Context: an optimization exercise on an open-source flow, tuned for small area, a short achievable clock period and few clock cycles. The choices shown serve that exercise and are no tape-out recipe.
The RTL was checked by simulation tests, not by an equivalence proof against the original design.

## 03-26
## periodic_wavelet_analysis
module periodic_wavelet_analysis (
    input  logic                                   i_clk,
    input  logic                                   i_rst_n,
    input  logic                                   i_in_valid,
    output logic                                   o_in_ready,
    input  logic                                   i_in_mode,
    input  logic [pwa_pkg::COEF_IDX_W-1:0]         i_in_coef_index,
    input  logic signed [pwa_pkg::COEF_WIDTH-1:0]  i_in_low_coef,
    input  logic signed [pwa_pkg::COEF_WIDTH-1:0]  i_in_high_coef,
    input  logic signed [pwa_pkg::SAMPLE_WIDTH-1:0] i_in_sample,
    output logic                                   o_out_valid,
    input  logic                                   i_out_ready,
    output logic signed [pwa_pkg::OUT_W-1:0]       o_out_low,
    output logic signed [pwa_pkg::OUT_W-1:0]       o_out_high,
    output logic [pwa_pkg::OUT_IDX_W-1:0]          o_out_index,
    output logic                                   o_out_last,
    input  logic                                   i_cfg_we,
    input  logic [pwa_pkg::CFG_IDX_W-1:0]          i_cfg_index,
    input  logic [pwa_pkg::CFG_DATA_W-1:0]         i_cfg_data
);
For scale: roughly 14000 cells after synthesis, roughly 120 I/O pins, about 220000 um^2 of cells after synthesis.
export LEC_CHECK = 0
export CAP_MARGIN = 20
export CORE_MARGIN = 2
export CORE_UTILIZATION = 40
export SLEW_MARGIN = 20
create_clock -name core_clock -period 10.0 [get_ports {i_clk}]
standard.sh (not shown) runs the stock make flow with config.mk's settings and CLKGATE_MAP_FILE= SYNTH_SCRIPT=/design/flow/synth_recipe.tcl, a recipe that flattens the netlist after the stock synthesis.
==> flow/flow/run.sh <==
#!/bin/bash
# The standard layout (the standard.sh: standard synthesis, floorplan,
# placement, CTS, routing, finish) with the setup repair steps aiming at a
# slack margin of 6.6 ns instead of 0, so that repair keeps improving paths
# well below the 10 ns clock. Nothing else differs from the standard flow.
set -euo pipefail
export SETUP_SLACK_MARGIN=6.6
bash standard.sh > standard_flow.log 2>&1
Testbench counts of 03-26, summed over its fixed seeds: cycles 22,416.
Input changes introduced in 05-10 (baseline for comparison: 03-26):
-- flow/flow/run.sh --
<<< 03-26, line 4
# slack margin of 6.6 ns instead of 0, so that repair keeps improving paths
>>> 05-10, line 4
# slack margin of 6.3 ns instead of 0, so that repair keeps improving paths
<<< 03-26, line 7
export SETUP_SLACK_MARGIN=6.6
>>> 05-10, line 7
export SETUP_SLACK_MARGIN=6.3
Stage delay of the slowest cell on the critical path: 05-10 vs 03-26 up 150 ps
03-26 and 05-10 ended up with nearly the same multi-input gate share of the layout cell area.
Taking 03-26 as the reference, in 05-10 fraction of the core area covered by cells at the end of the flow essentially unchanged; worst setup slack moved down.
Min sum of routed wire segments on met1 across 03-26 and 05-10: 03-26
05-10 and 03-26 ended up with roughly the same routed wire length.
| final worst hold slack | 05-10 vs 03-26 | ≈ equal |


Another version of the RTL of periodic_wavelet_analysis (not shown whole).
Size in the first run: ~14000 cells after synthesis, about 4500 flip-flops, ~120 I/O pins.
==> flow/design.v (excerpt) <==
module periodic_wavelet_analysis (
    input  logic                                   i_clk,
    input  logic                                   i_rst_n,
    input  logic                                   i_in_valid,
    output logic                                   o_in_ready,
    input  logic                                   i_in_mode,
    input  logic [pwa_pkg::COEF_IDX_W-1:0]         i_in_coef_index,
    input  logic signed [pwa_pkg::COEF_WIDTH-1:0]  i_in_low_coef,
    input  logic signed [pwa_pkg::COEF_WIDTH-1:0]  i_in_high_coef,
    input  logic signed [pwa_pkg::SAMPLE_WIDTH-1:0] i_in_sample,
    output logic                                   o_out_valid,
    input  logic                                   i_out_ready,
    output logic signed [pwa_pkg::OUT_W-1:0]       o_out_low,
    output logic signed [pwa_pkg::OUT_W-1:0]       o_out_high,
    output logic [pwa_pkg::OUT_IDX_W-1:0]          o_out_index,
    output logic                                   o_out_last,
    input  logic                                   i_cfg_we,
    input  logic [pwa_pkg::CFG_IDX_W-1:0]          i_cfg_index,
    input  logic [pwa_pkg::CFG_DATA_W-1:0]         i_cfg_data
);
clock: 10.0 ns
lec_check: 0
cap_margin: 20
core_margin: 2
core_utilization: 40
cts_cluster_diameter: 100
cts_cluster_size: 30
slew_margin: 20
==> flow/flow/run.sh <==
#!/bin/bash
# The standard layout (the standard.sh: standard synthesis, floorplan,
# placement, CTS, routing, finish) with the setup repair steps aiming at a
# slack margin of 6.6 ns instead of 0, so that repair keeps improving paths
# well below the 10 ns clock. Nothing else differs from the standard flow.
set -euo pipefail
export SETUP_SLACK_MARGIN=6.6
bash standard.sh > standard_flow.log 2>&1
The first run completed without violations.
Testbench counts at the start, summed over its fixed seeds: cycles 22,416.
Change:
==> flow/flow/run.sh (replaced) <==
#!/bin/bash
# The standard layout (the standard.sh: standard synthesis, floorplan,
# placement, CTS, routing, finish) with the setup repair steps aiming at a
# slack margin of 6.9 ns instead of 0, so that repair keeps improving paths
# well below the 10 ns clock. Nothing else differs from the standard flow.
set -euo pipefail
export SETUP_SLACK_MARGIN=6.9
bash standard.sh > standard_flow.log 2>&1
- CORE_UTILIZATION: 40 -> 45
- global-route usage went up by 4.0 points
- hold slack is worse by 0.0099 ns
- register-to-register slack is better by 0.07 ns
- utilization went up by 7.2 points
- clock-buffer cell count went up by 5
- design area went up by 3.9%
- maximum frequency went up by 0.44%
Change:
==> flow/flow/run.sh (replaced) <==
#!/bin/bash
# The standard layout (the standard.sh: standard synthesis, floorplan,
# placement, CTS, routing, finish) with the setup repair steps aiming at a
# slack margin of 6.8 ns instead of 0, so that repair keeps improving paths
# well below the 10 ns clock. Nothing else differs from the standard flow.
set -euo pipefail
export SETUP_SLACK_MARGIN=6.8
bash standard.sh > standard_flow.log 2>&1
- CORE_UTILIZATION: 45 -> 55
- CTS_CLUSTER_SIZE: 30 -> 20
Worst hold slack improved by 0.018 ns.
Flip-flop and latch count is unchanged.
Non-clock buffer count fell by 188.
Register-to-register slack is about the same.
Cell count decreases by 6.4%.
Change:
==> flow/flow/run.sh (replaced) <==
#!/bin/bash
# The standard layout (the standard.sh: standard synthesis, floorplan,
# placement, CTS, routing, finish) with the setup repair steps aiming at a
# slack margin of 6.9 ns instead of 0, so that repair keeps improving paths
# well below the 10 ns clock. Nothing else differs from the standard flow.
set -euo pipefail
export SETUP_SLACK_MARGIN=6.9
bash standard.sh > standard_flow.log 2>&1
- CORE_UTILIZATION: 55 -> 40
- CTS_CLUSTER_SIZE: 20 -> 26
After rerunning: The new run went through all stages and came out clean. Synthesized cell count does not change. Area after synthesis is unchanged. Routed wire length goes down by 2.4%. Maximum frequency shrinks by 2.0%.

static timing again, ports no longer ideal:
The flow's constraints put no driver on any port. The routed layouts listed below were extracted and timed again, unchanged, in two steps.
Step 1 sets driving cells, clkbuf_16 on the clock port and buf_2 on the other inputs (assumed; they add their load-dependent delay and slew).
Step 2, shift: input delay + t, output delay - t, t = (earliest + latest rising clock arrival at the registers) / 2. This alone moves slack from input paths to output paths.
a / b / c = ideal / step 1 / step 2; a / b = the first two.
run	t, ns	setup WS [ns]	hold slack, ns	worst setup path at the end	cell pins on the clock port's net
03-26	1.134	6.291 / 6.171 / 5.917	0.327 / 0.327 / 0.327	input to register	1
05-10	1.140	6.268 / 6.142 / 5.920	0.325 / 0.325 / 0.325	input to register	1
the first run of note 2	1.070	6.420 / 6.300 / 5.962	0.323 / 0.323 / 0.323	input to register	1
the second run of note 2	1.093	6.436 / 6.320 / 5.974	0.313 / 0.313 / 0.313	input to register	1
the third run of note 2	1.048	6.456 / 6.348 / 5.943	0.331 / 0.331 / 0.331	input to register	1
the fourth run of note 2	1.115	6.384 / 6.260 / 5.941	0.325 / 0.325 / 0.325	input to register	1
After both steps every run listed still meets setup and hold. The setup slack of the third run of note 2, which loses most, moves by -0.108 ns with the drivers and by -0.513 ns with both steps.
